Background: an optimization exercise with open tools, aiming at small area. Do not read the settings as production practice. Only simulation tests tie the RTL to the original design; equivalence was not proved. No activity file was given, so power comes from the tool's default toggle rates.

### flow/flow/run.sh
#!/bin/bash
# The standard layout (standard.sh), with three changes:
#  - synthesis maps the logic with an area-only ABC script (strash; dch;
#    map -a) instead of ORFS's abc_area.script; registers are mapped
#    before ABC runs, so they are the standard synthesis's;
#  - port buffers use buf_1;
#  - CTS inserts no dummy loads.
# Each tool's output goes to its own log under orfs/logs; make's output
# goes to synth.log and flow.log here.
set -euo pipefail
W=$PWD
rm -rf "$W/synth_scripts"
cp -r "$FLOW_HOME/scripts" "$W/synth_scripts"
printf 'strash\ndch\nmap -a\ntopo\nstime -c\n' > "$W/synth_scripts/abc_area.script"
SCRIPTS_DIR="$W/synth_scripts" bash standard.sh synth > synth.log 2>&1
export BUFFER_PORTS_ARGS="-buffer_cell sky130_fd_sc_hd__buf_1"
export CTS_ARGS="-sink_clustering_enable -repair_clock_nets -dont_use_dummy_load -buf_list sky130_fd_sc_hd__clkbuf_8 -sink_clustering_size 19 -sink_clustering_max_diameter 50"
bash standard.sh > flow.log 2>&1
### flow/standard.sh
#!/bin/bash
# synth_recipe.tcl (not shown) runs the flow's synth.tcl, then flattens the netlist and writes it again
# the make line also repeats each setting of config.mk as NAME=value (left out here)
make -C /OpenROAD-flow-scripts/flow DESIGN_CONFIG=/design/flow/config.mk WORK_HOME=/design/flow/orfs CLKGATE_MAP_FILE= SYNTH_SCRIPT=/design/flow/synth_recipe.tcl "${@:-finish}"
### flow/config.mk
export PLATFORM = sky130hd
export DESIGN_NAME = tile_display_top
export DESIGN_NICKNAME = tile_display_top
export VERILOG_FILES = /design/flow/design.v
export SDC_FILE = /design/flow/constraint.sdc
export NUM_CORES = 4
export LEC_CHECK = 0
export ABC_AREA = 1
export CAP_MARGIN = 0
export CORE_MARGIN = 2
export CORE_UTILIZATION = 70
export CTS_BUF_LIST = sky130_fd_sc_hd__clkbuf_16
export CTS_CLUSTER_DIAMETER = 80
export CTS_CLUSTER_SIZE = 32
export PLACE_DENSITY = 0.85
export SLEW_MARGIN = 0
### flow/constraint.sdc
create_clock -name core_clock -period 27.7 [get_ports {clk_36MHz}]
set_input_delay 5.5400 -clock core_clock [delete_from_list [all_inputs] [get_ports {clk_36MHz}]]
set_output_delay 5.5400 -clock core_clock [all_outputs]
set_load 0.01 [all_outputs]
### flow/design.v
`default_nettype none
package video_timing_pkg;
   localparam int ACTIVE_H = 640;    
   localparam int ACTIVE_V = 480;    
   localparam int H_FP     = 32;     
   localparam int H_PULSE  = 48;     
   localparam int H_BP     = 112;    
   localparam int V_FP     = 1;      
   localparam int V_PULSE  = 3;      
   localparam int V_BP     = 25;     
   localparam int H_BLANK = H_FP + H_PULSE + H_BP;    
   localparam int V_BLANK = V_FP + V_PULSE + V_BP;    
   localparam int H_TOTAL = H_BLANK + ACTIVE_H;       
   localparam int V_TOTAL = V_BLANK + ACTIVE_V;       
endpackage
`default_nettype wire
`default_nettype none
package tile_cmd_pkg;
   localparam int GRID_COLS = 20;    
   localparam int GRID_ROWS = 15;    
endpackage
`default_nettype wire
`timescale 1ns/10ps
`default_nettype none
module cmd_decoder
(
   input  wire        clk_36MHz,
   input  wire        arst_n,
   input  wire        req,
   input  wire [15:0] cmd,
   output logic       ack,
   input  wire        commit,       
   output logic       wr_pend,
   output logic [3:0] wr_row,
   output logic [4:0] wr_col,
   output logic [2:0] wr_colour,
   output logic [2:0] bg_colour
);
   typedef enum logic [1:0]
   {
      S_IDLE,     
      S_ISSUE,    
      S_ACKD      
   } state_e;
   state_e state;
   logic   exec;        
   logic   in_range;
   assign exec     = (state == S_ACKD) && !ack;
   assign in_range = (cmd[14:10] < 5'(tile_cmd_pkg::GRID_COLS)) && (cmd[9:6] < 4'(tile_cmd_pkg::GRID_ROWS));
   always_ff @(posedge clk_36MHz)
   begin
      if (exec && !cmd[15])
      begin
         wr_row    <= cmd[9:6];
         wr_col    <= cmd[14:10];
         wr_colour <= cmd[5:3];
      end
   end
   always_ff @(posedge clk_36MHz or negedge arst_n)
   begin
      if (!arst_n)
      begin
         state     <= S_IDLE;
         ack       <= 1'b0;
         wr_pend   <= 1'b0;
         bg_colour <= '0;
      end
      else
      begin
         ack <= (state == S_ACKD);
         case (state)
            S_IDLE:  if (req && !ack) state <= S_ISSUE;
            S_ISSUE: state <= S_ACKD;
            S_ACKD:  if (ack && !req) state <= S_IDLE;
            default: state <= S_IDLE;
         endcase
         if (exec && cmd[15])
            bg_colour <= cmd[2:0];
         if (exec && !cmd[15] && in_range)
            wr_pend <= 1'b1;
         else if (commit)
            wr_pend <= 1'b0;
      end
   end
endmodule
`default_nettype wire
`timescale 1ns/10ps
`default_nettype none
module tile_store
(
   input  wire        clk_36MHz,
   input  wire        arst_n,
   input  wire        wr_pend,
   input  wire [3:0]  wr_row,
   input  wire [4:0]  wr_col,
   input  wire [2:0]  wr_colour,
   output logic       commit,
   input  wire [3:0]  rd_row,        
   input  wire        advance,       
   output logic [2:0] tile_colour    
);
   localparam int NW = tile_cmd_pkg::GRID_ROWS;    
   localparam int WB = 3 * tile_cmd_pkg::GRID_COLS;  
   logic [NW-1:0][WB-1:0] ring;
   logic [3:0]            psi;         
   logic                  clr;         
   logic [3:0]            row0, row5, row10;
   logic                  hit0, hit5, hit10;
   logic [WB-1:0]         nxt0, nxt5, nxt10;
   logic [WB-1:0]         wmask;       
   logic [WB-1:0]         wdata;
   assign row0  = psi;
   assign row5  = (psi < 4'd10) ? psi + 4'd5  : psi - 4'd10;
   assign row10 = (psi < 4'd5)  ? psi + 4'd10 : psi - 4'd5;
   assign hit0  = wr_pend && (wr_row == row0);
   assign hit5  = wr_pend && (wr_row == row5);
   assign hit10 = wr_pend && (wr_row == row10);
   assign commit = hit0 || hit5 || hit10;
   always_comb
   begin
      for (int c = 0; c < tile_cmd_pkg::GRID_COLS; c++)
      begin
         wmask[3*c +: 3] = {3{wr_col == 5'(c)}};
         wdata[3*c +: 3] = wr_colour;
      end
   end
   logic [WB-1:0] m0, m5, m10;
   logic [WB-1:0] keep;
   assign m0    = hit0  ? wmask : '0;
   assign m5    = hit5  ? wmask : '0;
   assign m10   = hit10 ? wmask : '0;
   assign keep  = {WB{!clr}};
   assign nxt0  = (wdata & m0)  | (ring[NW-1] & ~m0  & keep);
   assign nxt5  = (wdata & m5)  | (ring[4]    & ~m5  & keep);
   assign nxt10 = (wdata & m10) | (ring[9]    & ~m10 & keep);
   always_ff @(posedge clk_36MHz)
   begin
      for (int i = 0; i < NW; i++)
      begin
         if (i == 0)
            ring[i] <= nxt0;
         else if (i == 5)
            ring[i] <= nxt5;
         else if (i == 10)
            ring[i] <= nxt10;
         else
            ring[i] <= ring[i-1];
      end
   end
   always_ff @(posedge clk_36MHz or negedge arst_n)
   begin
      if (!arst_n)
      begin
         psi <= '0;
         clr <= 1'b1;
      end
      else
      begin
         psi <= (psi == 4'd0) ? 4'd14 : psi - 4'd1;
         if (psi == 4'd11)
            clr <= 1'b0;
      end
   end
   logic       row_hit;
   logic       nxt_load;
   logic [2:0] nxt_fetch;
   logic [2:0] nxt;
   logic [4:0] nxt_col;      
   logic [4:0] wr_col_p1;    
   logic       hit_nxt;
   logic       hit_cur;
   assign row_hit   = wr_pend && (wr_row == rd_row);
   assign nxt_load  = (psi == rd_row);
   assign wr_col_p1 = (wr_col == 5'(tile_cmd_pkg::GRID_COLS - 1)) ? 5'd0 : wr_col + 5'd1;
   assign hit_nxt   = row_hit && (wr_col == nxt_col);
   assign hit_cur   = row_hit && (advance ? (wr_col == nxt_col) : (wr_col_p1 == nxt_col));
   always_ff @(posedge clk_36MHz or negedge arst_n)
   begin
      if (!arst_n)
         nxt_col <= '0;
      else if (advance)
         nxt_col <= (nxt_col == 5'(tile_cmd_pkg::GRID_COLS - 1)) ? 5'd0 : nxt_col + 5'd1;
   end
   logic [2:0] l1 [0:9];
   logic [2:0] l2 [0:4];
   logic [2:0] l3 [0:2];
   always_comb
   begin
      for (int i = 0; i < 10; i++)
         l1[i] = nxt_col[0] ? ring[NW-1][3*(2*i+1) +: 3] : ring[NW-1][3*(2*i) +: 3];
      for (int i = 0; i < 5; i++)
         l2[i] = nxt_col[1] ? l1[2*i+1] : l1[2*i];
      l3[0] = nxt_col[2] ? l2[1] : l2[0];
      l3[1] = nxt_col[2] ? l2[3] : l2[2];
      l3[2] = l2[4];
      nxt_fetch = nxt_col[4] ? l3[2] : (nxt_col[3] ? l3[1] : l3[0]);
   end
   always_ff @(posedge clk_36MHz)
   begin
      if (hit_cur)
         tile_colour <= wr_colour;
      else if (advance)
         tile_colour <= nxt;
      if (hit_nxt)
         nxt <= wr_colour;
      else if (nxt_load)
         nxt <= nxt_fetch;
   end
endmodule
`default_nettype wire
`timescale 1ns/10ps
`default_nettype none
module vga_controller
(
   input  wire        clk_36MHz,
   input  wire        arst_n,
   input  wire [2:0]  tile_colour,    
   input  wire [2:0]  bg_colour,
   output logic [3:0] rd_row,
   output logic       advance,    
   output logic [24:0] vga
);
   localparam int HT = video_timing_pkg::H_TOTAL;
   localparam int VT = video_timing_pkg::V_TOTAL;
   localparam int AH = video_timing_pkg::ACTIVE_H;
   localparam int AV = video_timing_pkg::ACTIVE_V;
   localparam int HS = AH + video_timing_pkg::H_FP;      
   localparam int HE = HS + video_timing_pkg::H_PULSE;   
   localparam int VS = AV + video_timing_pkg::V_FP;
   localparam int VE = VS + video_timing_pkg::V_PULSE;
   logic [9:0] h, h_n;
   logic [8:0] v, v_n;
   logic [1:0] run;       
   logic [2:0] colour;    
   logic       act;
   always_comb
   begin
      h_n = (h == 10'(HT - 1)) ? '0 : h + 10'(run[1]);
      v_n = v;
      if (h == 10'(AH - 1))
         v_n = (v == 9'(VT - 1)) ? '0 : v + 1'b1;
   end
   assign advance = (h[4:0] == 5'd30) && ((h < 10'(AH - 2)) || (h >= 10'(HT - 2)));
   assign rd_row  = v[8:5];
   always_ff @(posedge clk_36MHz or negedge arst_n)
   begin
      if (!arst_n)
      begin
         h      <= 10'(AH);
         v      <= 9'(AV);
         run    <= '0;
      end
      else
      begin
         h      <= h_n;
         v      <= v_n;
         run    <= {run[0], 1'b1};
      end
   end
   always_ff @(posedge clk_36MHz)
      colour <= (tile_colour != 3'd0) ? tile_colour : bg_colour;
   assign act        = (h < 10'(AH)) && (v < 9'(AV));
   assign vga[24]    = !((h >= 10'(HS)) && (h < 10'(HE)));
   assign vga[23]    = !((v >= 9'(VS)) && (v < 9'(VE)));
   assign vga[22:20] = act ? colour : '0;
   assign vga[19:10] = act ? h : '0;
   assign vga[9:0]   = act ? {1'b0, v} : '0;
endmodule
`default_nettype wire
`timescale 1ns/10ps
`default_nettype none
module tile_display_top
(
   input  wire        clk_36MHz,
   input  wire        arst_n,
   input  wire        req,
   input  wire [15:0] cmd,    
   output wire        ack,
   output wire [24:0] vga     
);
   logic       commit;
   logic       wr_pend;
   logic [3:0] wr_row;
   logic [4:0] wr_col;
   logic [2:0] wr_colour;
   logic [2:0] bg_colour;
   logic [3:0] rd_row;
   logic       advance;
   logic [2:0] tile_colour;
   cmd_decoder u_decoder
   (
      .clk_36MHz (clk_36MHz),
      .arst_n    (arst_n),
      .req       (req),
      .cmd       (cmd),
      .ack       (ack),
      .commit    (commit),
      .wr_pend   (wr_pend),
      .wr_row    (wr_row),
      .wr_col    (wr_col),
      .wr_colour (wr_colour),
      .bg_colour (bg_colour)
   );
   tile_store u_store
   (
      .clk_36MHz   (clk_36MHz),
      .arst_n      (arst_n),
      .wr_pend     (wr_pend),
      .wr_row      (wr_row),
      .wr_col      (wr_col),
      .wr_colour   (wr_colour),
      .commit      (commit),
      .rd_row      (rd_row),
      .advance     (advance),
      .tile_colour (tile_colour)
   );
   vga_controller u_vga
   (
      .clk_36MHz   (clk_36MHz),
      .arst_n      (arst_n),
      .tile_colour (tile_colour),
      .bg_colour   (bg_colour),
      .rd_row      (rd_row),
      .advance     (advance),
      .vga         (vga)
   );
endmodule
`default_nettype wire
==> flow_metrics.py, run 1 <==
metrics = {
    "outcome": {
        "status": "complete, no violations",
    },
    "critical_path": {
        "arrival_ps": 2580,
        "reg2reg_depth": 10,
        "cp_data_required_time_ps": 22160,
        "cp_max_fo": 22,
        "r2r_slack_ps": 23700,
        "crit_path_start": "u_vga.v[6]",
        "r2r-start": "u_store.psi[1]",
        "endpoint": "vga[2]",
        "crit_type": "reg -> out",
        "worst_setup_path_start_kind": "register",
        "cp-end-kind": "output pin",
        "r2r-end": "u_store.ring[354]",
    },
    "cts": {
        "clkSinkCount": 959,
        "cts_resized": 0,
        "clk_latency_ps": 670,
        "cts_setup_buffers": 0,
        "numCtsBuffers": 58,
        "htree_num_levels": 2,
        "cts_tree": "yes",
        "hold_buffers": 0,
        "clk_pin_slew_worst_paths_ps": 100,
        "cts_buffer_depth": 3,
        "root_buffer": "clkbuf_8",
    },
    "grt": {
        "grt_pass1_vias": 13300,
        "grt_pass1_wl_mm": 69.4,
        "antenna_found_initial": 0,
        "grtUsageTotal": 0.250,
        "grt_max_degree": 101,
        "grt-ovfl-total": 0,
    },
    "place": {
        "post-place-ws_ps": 20280,
        "port_buffers": 43,
        "gp_congestion": 0.887,
        "dp.cells": 2336,
        "dp_hpwl_mm": 26.8,
    },
    "die": {
        "die_height_um": 189,
        "start_util": 0.712,
        "core-area_mm2": 0.0336,
        "num_rows": 67,
        "die_area_mm2": 0.0357,
        "pin_count": 45,
        "die-width_um": 189,
    },
    "routing": {
        "vias": 13400,
        "route.detailed.wl_per_inst_um": 18.6,
        "antenna_left": 0,
        "drc_errors": 0,
        "via_per_inst": 5.61,
        "drt-initial-drc-count": 1204,
        "dr.pass1.iters": 5,
        "routed_wl_mm": 44.6,
    },
    "yosys": {
        "synth_mux_area_frac": 0.000889,
        "synth_seq_area_share": 0.818,
        "syn_nets": 1872,
        "synth_warnings": 6,
        "synth_area_mm2": 0.0239,
        "synth_edf_count": 18,
        "synth_fa_ha_area_frac": 0.00941,
        "synthXorXnorAreaFrac": 0.00769,
        "ys.flop_type": "dfxtp_1",
        "synth_compound_area_frac": 0.0679,
        "synthSimpleGateAreaFrac": 0.0840,
        "synthArstFlopShare": 0.0396,
        "synth_seq_cells": 959,
        "synthDistinctLibCells": 35,
        "synth_top_family_by_area": "simple AND/OR/NAND/NOR gates",
        "synthCells": 1835,
        "avgSynthCellArea_um2": 13.0,
    },
    "power_and_ir_drop": {
        "powerDensity_mw_per_mm2": 84.7,
        "ir_worst_vdd_mv": 0.0622,
        "p_total_mw": 2.16,
        "power.leakage_nw": 9.73,
    },
    "timing": {
        "period_needed_ps": 8120,
        "hold_viol_final": 0,
        "slew_viol_final": 0,
        "rsz0062_at_grt": "false",
        "worst_pin_slew_ps": 1140,
        "finalCritPeriodShare": 0.293,
        "fin_worst_skew_ps": 61.0,
        "finalSetupViolCount": 0,
        "finalSetupTns_ps": 0,
        "hold_ws_ps": 302,
        "final.setup.worst_slack_ps": 19580,
        "max_freq_mhz": 123,
        "max-slew-margin-rel": 0.239,
    },
    "cells_and_area": {
        "mostFrequentLayoutCells": "903 x dfxtp_1, 233 x o21ai_0, 201 x nand3_1, 112 x nor2_1, 111 x nand2_1",
        "stdcell_count": 2394,
        "fin_nets": 1985,
        "areaGrowthSynthToFinish_pct": 6.78,
        "layout.cells.most_common": "dfxtp_1",
        "fill_cells": 2033,
        "post_route_cells_drive_above_1_share": 0.0457,
        "antennaDiodeCount": 0,
    },
    "worst_hold_path": {
        "hp-class": "reg -> reg",
    },
    "run": {
        "maxCapViolations": 0,
    },
}
==> per-stage QoR <==
step,util,cell area (um^2)
6_report,0.760,25600
2_1_floorplan,-,23900
3_5_place_dp,0.736,24800
4_1_cts,0.760,25600
3_3_place_gp,0.736,24800
5_1_grt,0.760,25600
==> how the worst min path moves through the flow <==
stage / from / to / slack [ps] / depth (start not counted)
after CTS: u_store.ring[475] / u_store.ring[535] / 300 / 0
after detailed placement: u_store.ring[824] / u_store.ring[884] / 310 / 0
after global placement: u_store.ring[181] / u_store.ring[241] / 310 / 0
after floorplan: u_store.ring[40] / u_store.ring[100] / 310 / 0
after global routing: u_store.ring[734] / u_store.ring[794] / 310 / 0
final: u_store.ring[475] / u_store.ring[535] / 300 / 0
==> worst max-delay path: stages, from the launching register on <==
cell and delay [ps]:
dfstp_2 580, clkinv_1 160, nor2_1 130, clkinv_1 90, nor2_1 150, clkinv_1 100, nor2_1 140, or3_2 350
nor2_1 90, buf_1 140
==> state kept, by name, summed over array words and instances (netlist names), 4 cells and up <==
register	flops
u_vga.h	10
u_decoder.wr_row	4
u_vga.v	9
u_store.nxt_col	5
u_decoder.wr_col	5
u_store.ring	900
u_store.psi	4
==> cells in the mapped netlist (3+ instances only) <==
cell type | n | area share
nand3_1 | 201 | 0.042
nand4_1 | 4 | 0.0010
nand2_1 | 111 | 0.017
a221oi_1 | 4 | 0.0015
a21oi_1 | 31 | 0.0065
o22ai_1 | 13 | 0.0034
nor2_1 | 112 | 0.018
ha_1 | 18 | 0.0094
nor3_1 | 19 | 0.0040
dfrtp_1 | 31 | 0.032
o211ai_1 | 3 | 0.00094
dfstp_2 | 7 | 0.0077
o21ai_0 | 233 | 0.049
clkinv_1 | 73 | 0.011
xor2_1 | 19 | 0.0070
nor4_1 | 4 | 0.0010
dfxtp_1 | 903 | 0.76
edfxtp_1 | 18 | 0.023
a22oi_1 | 5 | 0.0016
a31oi_1 | 5 | 0.0013
==> layer usage <==
| metal | GRT usage | wire [um] | vias up |
|---|---|---|---|
| met4 | 0.118 | 1620 | 0 |
| met3 | 0.0432 | 3140 | 123 |
| met1 | 0.348 | 19900 | 6462 |
| met2 | 0.387 | 20000 | 538 |
| met5 | 0 | 0 | - |
| li1 | - | - | 6317 |
==> cell families after synthesis <==
| kind of cell | count (synthesis) |
|---|---|
| compound gates | 305 |
| xor+xnor | 21 |
| fa+ha+maj | 18 |
| buf+inv | 74 |
| flops | 959 |
| mux | 2 |
| other cells | 2 |
| simple gates | 454 |
==> cell type report <==
| cell class | count | area, um^2 | share of cell area |
|---|---|---|---|
| inverter | 73 | 277 | 0.0108 |
| tap | 448 | 561 | 0.0219 |
| sequential | 959 | 19600 | 0.766 |
| clock buffer | 58 | 798 | 0.0312 |
| timing repair buffer | 54 | 245 | 0.00960 |
| multi-input combinational | 802 | 4100 | 0.160 |
==> power by group <==
part | internal [mW] | switching, mW | leakage, nW
sequential | 1.42 | 0.0210 | 7.90
combinational | 0.0434 | 0.119 | 1.42
clock | 0.188 | 0.374 | 0.417
==> run 2, diff against run 1 <==
--- a/flow/flow/run.sh
+++ b/flow/flow/run.sh
@@ -14,5 +14,5 @@
 printf 'strash\ndch\nmap -a\ntopo\nstime -c\n' > "$W/synth_scripts/abc_area.script"
 SCRIPTS_DIR="$W/synth_scripts" bash standard.sh synth > synth.log 2>&1
 export BUFFER_PORTS_ARGS="-buffer_cell sky130_fd_sc_hd__buf_1"
-export CTS_ARGS="-sink_clustering_enable -repair_clock_nets -dont_use_dummy_load -buf_list sky130_fd_sc_hd__clkbuf_8 -sink_clustering_size 19 -sink_clustering_max_diameter 50"
+export CTS_ARGS="-sink_clustering_enable -repair_clock_nets -dont_use_dummy_load -buf_list sky130_fd_sc_hd__clkbuf_8 -sink_clustering_size 20 -sink_clustering_max_diameter 40"
 bash standard.sh > flow.log 2>&1
--- a/flow/config.mk
+++ b/flow/config.mk
@@ -6,11 +6,11 @@
 export NUM_CORES = 4
 export LEC_CHECK = 0
 export ABC_AREA = 1
-export CAP_MARGIN = 0
+export CAP_MARGIN = 20
 export CORE_MARGIN = 2
-export CORE_UTILIZATION = 70
+export CORE_UTILIZATION = 65
 export CTS_BUF_LIST = sky130_fd_sc_hd__clkbuf_16
 export CTS_CLUSTER_DIAMETER = 80
 export CTS_CLUSTER_SIZE = 32
-export PLACE_DENSITY = 0.85
-export SLEW_MARGIN = 0
+export PLACE_DENSITY = 0.8
+export SLEW_MARGIN = 20
==> run 2 against run 1 <==
Register-to-register slack got worse by 140 ps. Cell area increased by 1.2%. Core utilization decreased by 5.1 points. Clock-buffer cell count increased by 19. Total power increased by 2.8%. Sequential power about the same. Highest routed layer unchanged.
==> flow_metrics.py, run 2 <==
metrics = {
    "outcome": {
        "status": "complete, no violations",
    },
    "timing": {
        "max_freq_mhz": 123,
        "hold_ws_ps": 268,
        "finalSetupTns_ps": 0,
        "rsz0062_at_grt": "false",
        "slew_viol_final": 0,
        "finalSetupViolCount": 0,
        "period_needed_ps": 8110,
        "fin_worst_skew_ps": 86.2,
        "final.setup.worst_slack_ps": 19590,
        "hold_viol_final": 0,
        "max-slew-margin-rel": 0.259,
        "worst_pin_slew_ps": 1110,
        "finalCritPeriodShare": 0.293,
    },
    "routing": {
        "route.detailed.wl_per_inst_um": 17.7,
        "drt-initial-drc-count": 919,
        "dr.pass1.iters": 5,
        "vias": 13200,
        "antenna_left": 0,
        "drc_errors": 0,
        "via_per_inst": 5.41,
        "routed_wl_mm": 42.9,
    },
    "cts": {
        "clkSinkCount": 959,
        "numCtsBuffers": 77,
        "cts_resized": 0,
        "clk_pin_slew_worst_paths_ps": 90,
        "cts_buffer_depth": 3,
        "htree_num_levels": 3,
        "clk_latency_ps": 640,
        "root_buffer": "clkbuf_8",
        "hold_buffers": 0,
        "cts_setup_buffers": 0,
        "cts_tree": "yes",
    },
    "yosys": {
        "synthDistinctLibCells": 35,
        "synth.area.top_cells": "dfxtp_1 76%, o21ai_0 4.9%, nand3_1 4.2%",
        "synth_edf_count": 18,
        "synth_seq_cells": 959,
        "synth_most_common_cell": "dfxtp_1",
        "syn_nets": 1872,
        "synth_warnings": 6,
        "synth_area_mm2": 0.0239,
        "synth_common_cells": "903 x dfxtp_1, 233 x o21ai_0, 201 x nand3_1, 112 x nor2_1, 111 x nand2_1",
        "avgSynthCellArea_um2": 13.0,
        "synthArstFlopShare": 0.0396,
        "synthCells": 1835,
        "ys.flop_type": "dfxtp_1",
        "yosysTopAreaCellShare": 0.755,
        "synth_top_cell_by_area": "dfxtp_1",
        "synth_seq_area_share": 0.818,
    },
    "place": {
        "dp.cells": 2356,
        "port_buffers": 43,
        "placed_cell_area_mm2": 0.0248,
        "dp_hpwl_mm": 25.8,
        "gp_congestion": 0.917,
        "post-place-ws_ps": 20250,
    },
    "cells_and_area": {
        "largestRegisters": "u_store.ring (900), u_vga.h (10), u_vga.v (9)",
        "design_area_mm2": 0.0258,
        "regArea_mm2": 0.0196,
        "stdcell_count": 2433,
        "fill_cells": 2350,
        "regMostFlops": "u_store.ring",
        "areaGrowthSynthToFinish_pct": 8.01,
        "post_route_cells_drive_above_1_share": 0.0550,
        "fin_util": 0.709,
        "layout.cells.most_common": "dfxtp_1",
        "fin_nets": 2004,
        "antennaDiodeCount": 0,
        "mostFrequentLayoutCells": "903 x dfxtp_1, 233 x o21ai_0, 201 x nand3_1, 112 x nor2_1, 111 x nand2_1",
        "multi_input_area_mm2": 0.00411,
        "largest_reg_flops": 900,
    },
    "die": {
        "core-area_mm2": 0.0364,
        "start_util": 0.657,
        "die-width_um": 196,
        "die_area_mm2": 0.0384,
        "die_height_um": 196,
        "pin_count": 45,
        "num_rows": 70,
    },
    "power_and_ir_drop": {
        "ir_worst_vdd_mv": 0.0370,
        "power.leakage_nw": 9.87,
        "powerDensity_mw_per_mm2": 86.1,
        "p_total_mw": 2.23,
    },
    "grt": {
        "grt_pass1_vias": 13200,
        "grt-ovfl-total": 0,
        "antenna_found_initial": 0,
        "grt_util_met1": 0.313,
        "use_met3": 0.0416,
        "grt_max_degree": 103,
        "grt.busiest_layer": "met2",
        "grt_pass1_wl_mm": 68.0,
        "grtUsageTotal": 0.228,
        "grt_use_met2": 0.359,
    },
    "critical_path": {
        "crit_type": "reg -> out",
        "arrival_ps": 2570,
        "r2r-end": "u_store.ring[625]",
        "reg2reg_depth": 13,
        "crit_path_start": "u_vga.v[6]",
        "cp_max_fo": 22,
        "endpoint": "vga[1]",
        "r2r_slack_ps": 23560,
        "worst_setup_path_start_kind": "register",
        "r2r-start": "u_store.psi[1]",
        "cp_data_required_time_ps": 22160,
        "cp-end-kind": "output pin",
    },
    "worst_hold_path": {
        "hp-class": "reg -> reg",
        "holdPathStages": 0,
    },
    "run": {
        "maxCapViolations": 0,
    },
}
[run 2: critical path, stage by stage, from the launching register on]
cell and delay [ps]:
dfstp_2 560, clkinv_1 160, nor2_1 160, clkinv_1 100, nor2_1 140, clkinv_1 100
nor2_1 160, or3_2 380, nor2_1 90, buf_1 140
[run 2: logic make-up (layout without fill, tap and decap cells)]
family                     Yosys count  after routing  share of synthesized area
buffers and inverters               74            204                     0.0118
AOI/OAI and AO/OA                  305            305                     0.0679
muxes                                2              2                   0.000889
other                                2              2                   0.000314
DFF                                959            959                      0.818
and+or+nand+nor                    454            454                     0.0840
adders and majority gates           18             18                    0.00941
xor gates and xnor gates            21             21                    0.00769
[run 2: metal layers]
layer,up-vias,part of all wire
li1,6350,-
met1,6266,0.46
met2,449,0.45
met3,104,0.059
met4,0,0.031
met5,-,0
[run 2: layout make-up]
cell class	count	area share
sequential	959	0.757
multi-input combinational	802	0.159
clock buffer	77	0.0410
tap	468	0.0227
inverter	73	0.0107
timing repair buffer	54	0.00949
[run 2: report_power, final]
part	total [mW]	switching, mW	internal, mW
Clock	0.631	0.382	0.249
Sequential	1.44	0.0250	1.42
Combinational	0.151	0.108	0.0427
Total	2.23	0.515	1.71
[run 2: worst min-delay path by stage]
stage | start | endpoint
after floorplan | u_store.ring[40] | u_store.ring[100]
after global placement | u_store.ring[535] | u_store.ring[595]
after detailed placement | u_store.ring[332] | u_store.ring[392]
after CTS | u_store.ring[213] | u_store.ring[273]
after global routing | u_store.ring[213] | u_store.ring[273]
final | u_store.ring[213] | u_store.ring[273]

==> re-timing with driven ports <==
In the flow no input, the clock included, has a driving cell. The finished layouts below were timed again as built, in two steps.
Step 1, drivers: a clkbuf_16 drives clk_36MHz and a buf_2 each remaining input, both assumed.
Step 2 times the ports against the registers' clock, not the clock port: input delays grow and output delays shrink by t, the midpoint of the rising clock arrivals with the driver on.
a / b / c = no drivers / after step 1 / after step 2; a / b = the first two.
run | t, ns | setup WS [ns] | worst setup path after step 2 | worst slew at a driven data input, ns
run 1 | 0.683 | 19.575 / 19.527 / 20.210 | register to output | 0.03
run 2 | 0.655 | 19.591 / 19.542 / 20.197 | register to output | 0.04
After both steps every run listed still meets setup and hold.
